This design comes from an exercise in tuning for small area and few clock cycles on the open sky130 flow, not from production work. The RTL was checked by simulation tests, not by an equivalence proof against the original design. Power figures rest on the tool's default switching activity, not on a simulated workload.

## the reference run
==> flow/design.v <==
package cpu_pkg;
    localparam int xlen = 32;
    localparam int reg_addr_width = 5;
    typedef logic [xlen-1:0] word_t;
    typedef logic [reg_addr_width-1:0] reg_addr_t;
    localparam logic [6:0] op_imm    = 7'b0010011;
    localparam logic [6:0] op_reg    = 7'b0110011;
    localparam logic [6:0] op_lui    = 7'b0110111;
    localparam logic [6:0] op_auipc  = 7'b0010111;
    localparam logic [6:0] op_jal    = 7'b1101111;
    localparam logic [6:0] op_branch = 7'b1100011;
endpackage
module register_file (
    input  logic [31:0] bits,
    input  logic [31:0] sel,
    output logic q
);
    logic [10:0] t;                
    for (genvar k = 0; k < 10; k++) begin : g_aoi
        rf_aoi3 u_aoi (
            .a1(bits[3*k]), .b1(sel[3*k]), .a2(bits[3*k+1]), .b2(sel[3*k+1]),
            .a3(bits[3*k+2]), .b3(sel[3*k+2]), .y(t[k])
        );
    end
    rf_aoi2 u_last (.a1(bits[30]), .b1(sel[30]), .a2(bits[31]), .b2(sel[31]), .y(t[10]));
    rf_or_low u_or (.t(t), .q(q));
endmodule
module rf_aoi3 (
    input  logic a1, b1, a2, b2, a3, b3,
    output logic y
);
    assign y = !((a1 && b1) || (a2 && b2) || (a3 && b3));
endmodule
module rf_aoi2 (
    input  logic a1, b1, a2, b2,
    output logic y
);
    assign y = !((a1 && b1) || (a2 && b2));
endmodule
module rf_or_low (
    input  logic [10:0] t,
    output logic q
);
    assign q = !(&t);
endmodule
module adder (
    input  logic [31:0] a,
    input  logic [31:0] b,
    input  logic cin,
    output logic [31:0] s
);
    logic [31:0] g, p, h;
    always_comb begin
        g = a & b;
        p = a ^ b;
        h = p;
        g[0] = g[0] | (p[0] & cin);
        for (int l = 0; l < 5; l++) begin
            for (int i = 0; i < 32; i++) begin
                if (((i >> l) & 1) == 1) begin
                    g[i] = g[i] | (p[i] & g[((i >> l) << l) - 1]);
                    p[i] = p[i] & p[((i >> l) << l) - 1];
                end
            end
        end
        s = h ^ {g[30:0], cin};
    end
endmodule
module sh_mux (
    input  logic a, b, s,
    output logic y
);
    assign y = !(s ? b : a);
endmodule
module sh_zero_n (
    input  logic a, s,
    output logic y
);
    assign y = !(s || a);
endmodule
module sh_zero_p (
    input  logic a, s,
    output logic y
);
    assign y = s || !a;
endmodule
module shifter (
    input  logic [31:0] v,
    input  logic [4:0] n,
    input  logic left,
    output logic [31:0] y
);
    logic [31:0] lv [6];
    for (genvar i = 0; i < 32; i++) begin : g_in
        sh_mux u (.a(v[i]), .b(v[31-i]), .s(left), .y(lv[0][i]));
    end
    for (genvar k = 0; k < 5; k++) begin : g_lvl
        for (genvar i = 0; i < 32; i++) begin : g_bit
            if (i + (1 << k) < 32) begin : g_m
                sh_mux u (.a(lv[k][i]), .b(lv[k][i + (1 << k)]), .s(n[k]), .y(lv[k+1][i]));
            end else begin : g_z
                if (k % 2 == 0) begin : g_n
                    sh_zero_n u (.a(lv[k][i]), .s(n[k]), .y(lv[k+1][i]));
                end else begin : g_p
                    sh_zero_p u (.a(lv[k][i]), .s(n[k]), .y(lv[k+1][i]));
                end
            end
        end
    end
    assign y = lv[5];
endmodule
module result_bit (
    input  logic d1, k1, d2, k2, d3, k3, d4, k4, d5, k5, d6, k6,
    output logic y
);
    logic t1, t2;
    assign t1 = !(d1 && k1 || d2 && k2 || d3 && k3);
    assign t2 = !(d4 && k4 || d5 && k5 || d6 && k6);
    assign y = !(t1 && t2);
endmodule
module pipeline_cpu (
    input  logic clk,
    input  logic rst,
    output cpu_pkg::word_t imem_addr,
    input  cpu_pkg::word_t imem_data,
    output logic retire_valid,
    output cpu_pkg::word_t retire_pc,
    output cpu_pkg::reg_addr_t retire_rd,
    output cpu_pkg::word_t retire_data,
    output logic retire_illegal
);
    logic [29:0] pc_q;             
    cpu_pkg::word_t pc;
    logic [29:0] pc_inc;
    cpu_pkg::word_t instr;
    logic [6:0] opcode;
    logic [2:0] funct3;
    logic [4:0] rd, rs1_addr, rs2_addr;
    logic is_imm, is_reg, is_lui, is_auipc, is_jal, is_branch, is_alu;
    logic writes, illegal, sub;
    cpu_pkg::word_t imm_i, imm_u, imm_b, imm_j;
    assign pc = {pc_q, 2'b00};
    assign imem_addr = pc;
    assign pc_inc = pc_q + 30'd1;
    assign instr = imem_data;
    assign opcode = instr[6:0];
    assign rd = instr[11:7];
    assign funct3 = instr[14:12];
    assign rs1_addr = instr[19:15];
    assign rs2_addr = instr[24:20];
    assign is_imm = opcode == cpu_pkg::op_imm;
    assign is_reg = opcode == cpu_pkg::op_reg;
    assign is_lui = opcode == cpu_pkg::op_lui;
    assign is_auipc = opcode == cpu_pkg::op_auipc;
    assign is_jal = opcode == cpu_pkg::op_jal;
    assign is_branch = opcode == cpu_pkg::op_branch;
    assign is_alu = is_imm || is_reg;
    assign illegal = !(is_alu || is_lui || is_auipc || is_jal || is_branch);
    assign writes = (is_alu || is_lui || is_auipc || is_jal) && rd != 5'd0;
    assign imm_i = {{20{instr[31]}}, instr[31:20]};
    assign imm_u = {instr[31:12], 12'b0};
    assign imm_b = {{19{instr[31]}}, instr[31], instr[7], instr[30:25], instr[11:8], 1'b0};
    assign imm_j = {{11{instr[31]}}, instr[31], instr[19:12], instr[20], instr[30:21], 1'b0};
    cpu_pkg::word_t regs [1:31];
    logic [31:0] regs_t [32];      
    logic [31:1] wdec, sel1, sel2, wsel;
    logic byp1, byp2;
    cpu_pkg::word_t rs1_data, rs2_data, wdata;
    always_comb begin
        for (int i = 1; i < 32; i++) begin
            wdec[i] = retire_rd == 5'(i);
            sel1[i] = rs1_addr == 5'(i) && !wdec[i];
            sel2[i] = rs2_addr == 5'(i) && !wdec[i];
            wsel[i] = rst || wdec[i];
        end
        byp1 = rs1_addr == retire_rd && retire_rd != 5'd0;
        byp2 = rs2_addr == retire_rd && retire_rd != 5'd0;
        for (int b = 0; b < 32; b++) begin
            for (int i = 1; i < 32; i++) regs_t[b][i] = regs[i][b];
            regs_t[b][0] = retire_data[b];
        end
    end
    for (genvar b = 0; b < 32; b++) begin : g_read
        register_file u_rd1 (.bits(regs_t[b]), .sel({sel1, byp1}), .q(rs1_data[b]));
        register_file u_rd2 (.bits(regs_t[b]), .sel({sel2, byp2}), .q(rs2_data[b]));
    end
    assign wdata = rst ? '0 : retire_data;
    always_ff @(posedge clk) begin
        for (int i = 1; i < 32; i++) begin
            if (wsel[i]) regs[i] <= wdata;
        end
    end
    cpu_pkg::word_t opb, add_a, add_b, sum, x_xor, sh_out, sh_rev, result;
    logic slt, eq, taken;
    logic [4:0] shamt;
    function automatic cpu_pkg::word_t rev(input cpu_pkg::word_t v);
        for (int i = 0; i < 32; i++) rev[i] = v[31-i];
    endfunction
    assign opb = is_imm ? imm_i : rs2_data;
    assign sub = is_reg && (funct3 == 3'b010 || (funct3 == 3'b000 && instr[31:25] == 7'b0100000))
              || is_imm && funct3 == 3'b010;
    always_comb begin
        if (is_alu) add_b = opb;
        else if (is_jal) add_b = imm_j;
        else if (is_branch) add_b = imm_b;
        else add_b = imm_u;
    end
    assign add_a = (is_alu ? rs1_data : '0) | (is_lui || is_alu ? '0 : pc);
    adder u_add (.a(add_a), .b(add_b ^ {32{sub}}), .cin(sub), .s(sum));
    assign slt = (rs1_data[31] ^ opb[31]) ? rs1_data[31] : sum[31];
    assign x_xor = rs1_data ^ opb;
    assign eq = x_xor == '0;
    assign taken = is_jal || is_branch && (funct3 == 3'b000 && eq || funct3 == 3'b001 && !eq);
    assign shamt = opb[4:0];
    shifter u_shift (.v(rs1_data), .n(shamt), .left(funct3 == 3'b001), .y(sh_out));
    assign sh_rev = rev(sh_out);
    logic k_sum, k_sll, k_slt, k_xor, k_srl, k_and, k_jal;
    cpu_pkg::word_t x_and;
    assign x_and = rs1_data & opb;
    assign k_jal = writes && is_jal;
    assign k_sum = writes && (!is_alu && !is_jal || is_alu && (funct3 == 3'b000 || funct3 == 3'b011));
    assign k_sll = writes && is_alu && funct3 == 3'b001;
    assign k_slt = writes && is_alu && funct3 == 3'b010;
    assign k_xor = writes && is_alu && (funct3 == 3'b100 || funct3 == 3'b110);
    assign k_srl = writes && is_alu && funct3 == 3'b101;
    assign k_and = writes && is_alu && (funct3 == 3'b110 || funct3 == 3'b111);
    for (genvar b = 0; b < 32; b++) begin : g_res
        if (b < 2) begin : g_lo
            assign result[b] = sum[b] && k_sum || sh_rev[b] && k_sll || sh_out[b] && k_srl
                            || x_xor[b] && k_xor || x_and[b] && k_and
                            || (b == 0 ? slt && k_slt : 1'b0);
        end else begin : g_hi
            result_bit u_res (
                .d1(sum[b]), .k1(k_sum), .d2(sh_rev[b]), .k2(k_sll), .d3(sh_out[b]), .k3(k_srl),
                .d4(x_xor[b]), .k4(k_xor), .d5(x_and[b]), .k5(k_and), .d6(pc_inc[b-2]), .k6(k_jal),
                .y(result[b])
            );
        end
    end
    always_ff @(posedge clk) begin
        retire_valid <= !rst;
        if (rst) begin
            pc_q <= '0;
        end else begin
            pc_q <= taken ? sum[31:2] : pc_inc;
        end
        retire_pc <= pc;
        retire_rd <= (writes && !rst) ? rd : 5'd0;
        retire_data <= result;
        retire_illegal <= illegal;
    end
endmodule
Settings: LEC_CHECK=0, CAP_MARGIN=20, CELL_PAD_IN_SITES_DETAIL_PLACEMENT=1, CORE_MARGIN=2, CORE_UTILIZATION=45, CTS_CLUSTER_DIAMETER=90, CTS_CLUSTER_SIZE=25, SETUP_SLACK_MARGIN=0.3, SLEW_MARGIN=20, SYNTH_HIERARCHICAL=1; clock period 8.5 ns.
standard.sh (not shown) runs the stock make flow with config.mk's settings and CLKGATE_MAP_FILE= SYNTH_SCRIPT=/design/flow/synth_recipe.tcl, a recipe that flattens the netlist after the stock synthesis.
==> flow/flow/run.sh <==
#!/bin/bash
set -euo pipefail
bash standard.sh "BUFFER_PORTS_ARGS=-buffer_cell sky130_fd_sc_hd__buf_1" finish > standard.log 2>&1
Looking at the reports, the reference run completed the entire flow and the layout it produced met the timing, DRC and antenna checks.
Testbench counts of the reference run, summed over its fixed seeds: cycles 80,008.
## Diff of input files: the trial run against the reference run
--- a/flow/design.v
+++ b/flow/design.v
@@ -40,10 +40,21 @@
 module rf_or_low (
     input  logic [10:0] t,
     output logic q
 );
     assign q = !(&t);
+endmodule
+module rf_cell (
+    input  logic clk,
+    input  logic we,
+    input  logic we_n,
+    input  logic d,
+    output logic q
+);
+    always_ff @(posedge clk) begin
+        q <= (we && d) || (we_n && q);
+    end
 endmodule
 module adder (
     input  logic [31:0] a,
     input  logic [31:0] b,
     input  logic cin,
@@ -161,19 +172,20 @@
     assign imm_u = {instr[31:12], 12'b0};
     assign imm_b = {{19{instr[31]}}, instr[31], instr[7], instr[30:25], instr[11:8], 1'b0};
     assign imm_j = {{11{instr[31]}}, instr[31], instr[19:12], instr[20], instr[30:21], 1'b0};
     cpu_pkg::word_t regs [1:31];
     logic [31:0] regs_t [32];      
-    logic [31:1] wdec, sel1, sel2, wsel;
+    logic [31:1] wdec, sel1, sel2, wsel, wsel_n;
     logic byp1, byp2;
     cpu_pkg::word_t rs1_data, rs2_data, wdata;
     always_comb begin
         for (int i = 1; i < 32; i++) begin
             wdec[i] = retire_rd == 5'(i);
             sel1[i] = rs1_addr == 5'(i) && !wdec[i];
             sel2[i] = rs2_addr == 5'(i) && !wdec[i];
             wsel[i] = rst || wdec[i];
+            wsel_n[i] = !wsel[i];
         end
         byp1 = rs1_addr == retire_rd && retire_rd != 5'd0;
         byp2 = rs2_addr == retire_rd && retire_rd != 5'd0;
         for (int b = 0; b < 32; b++) begin
             for (int i = 1; i < 32; i++) regs_t[b][i] = regs[i][b];
@@ -183,13 +195,15 @@
     for (genvar b = 0; b < 32; b++) begin : g_read
         register_file u_rd1 (.bits(regs_t[b]), .sel({sel1, byp1}), .q(rs1_data[b]));
         register_file u_rd2 (.bits(regs_t[b]), .sel({sel2, byp2}), .q(rs2_data[b]));
     end
     assign wdata = rst ? '0 : retire_data;
-    always_ff @(posedge clk) begin
-        for (int i = 1; i < 32; i++) begin
-            if (wsel[i]) regs[i] <= wdata;
+    for (genvar i = 1; i < 32; i++) begin : g_reg
+        for (genvar b = 0; b < 32; b++) begin : g_bit
+            rf_cell u_cell (
+                .clk(clk), .we(wsel[i]), .we_n(wsel_n[i]), .d(wdata[b]), .q(regs[i][b])
+            );
         end
     end
     cpu_pkg::word_t opb, add_a, add_b, sum, x_xor, sh_out, sh_rev, result;
     logic slt, eq, taken;
     logic [4:0] shamt;
### Flow results
- XOR/XNOR share of the synthesized area delta (the reference run -> the trial run): insignificant
- Summary of the comparison: register-to-register slack is lower in the trial run, relative to the reference run.
- For the non-clock buffer count, the trial run came in 21 lower than the reference run did.
- The trial run vs the reference run — depth of the most critical reg-to-reg path dropped 2.
- Area: the trial run vs the reference run -> the trial run smaller
- Lower part of the Yosys area used for sequential elements was reported by the trial run, not the reference run.
- The reference run → the trial run: final wirelength has increased, global-route wire length before repair rose about 18%.
- Compare the trial run and the reference run | number of well taps higher: the reference run
- Critical path depth sits lower in the trial run than in the reference run.
- In the tables for the trial run and the reference run, synthesized area reads higher with the reference run.
- Combinational share of power (lower): the trial run
- Taking the reference run as the reference, in the trial run worst vdd rail ir drop now smaller; least setup slack across all paths after layout went up 0.084 ns.
Testbench counts of the trial run, summed over its fixed seeds: cycles 80,008.

## static timing again, ports no longer ideal
No port has a modelled driver above. Below, the same layouts with a new extraction and two added sets of constraints. Step 1: set_driving_cell puts a clkbuf_16 on clk and a buf_2 on each other input, an assumption about the parent block. Step 2 times the ports against the registers' clock, not the clock port: input delays grow and output delays shrink by t, the midpoint of the rising clock arrivals with the driver on. Three values: ideal, step 1, step 2; two values: the first two.
run | shift t [ns] | setup WS [ns] | worst setup path after step 2 | worst slew at a driven data input, ns | pins driven straight from the clock port
the reference run | 0.774 | 0.863 / 0.891 / 0.116 | input to register | 0.12 | 1
the trial run | 0.800 | 0.947 / 0.923 / 0.123 | input to register | 0.10 | 1
After both steps every run listed still meets setup and hold. For the trial run, which loses most, drivers alone change the setup slack by -0.024 ns; drivers and shift together by -0.824 ns.
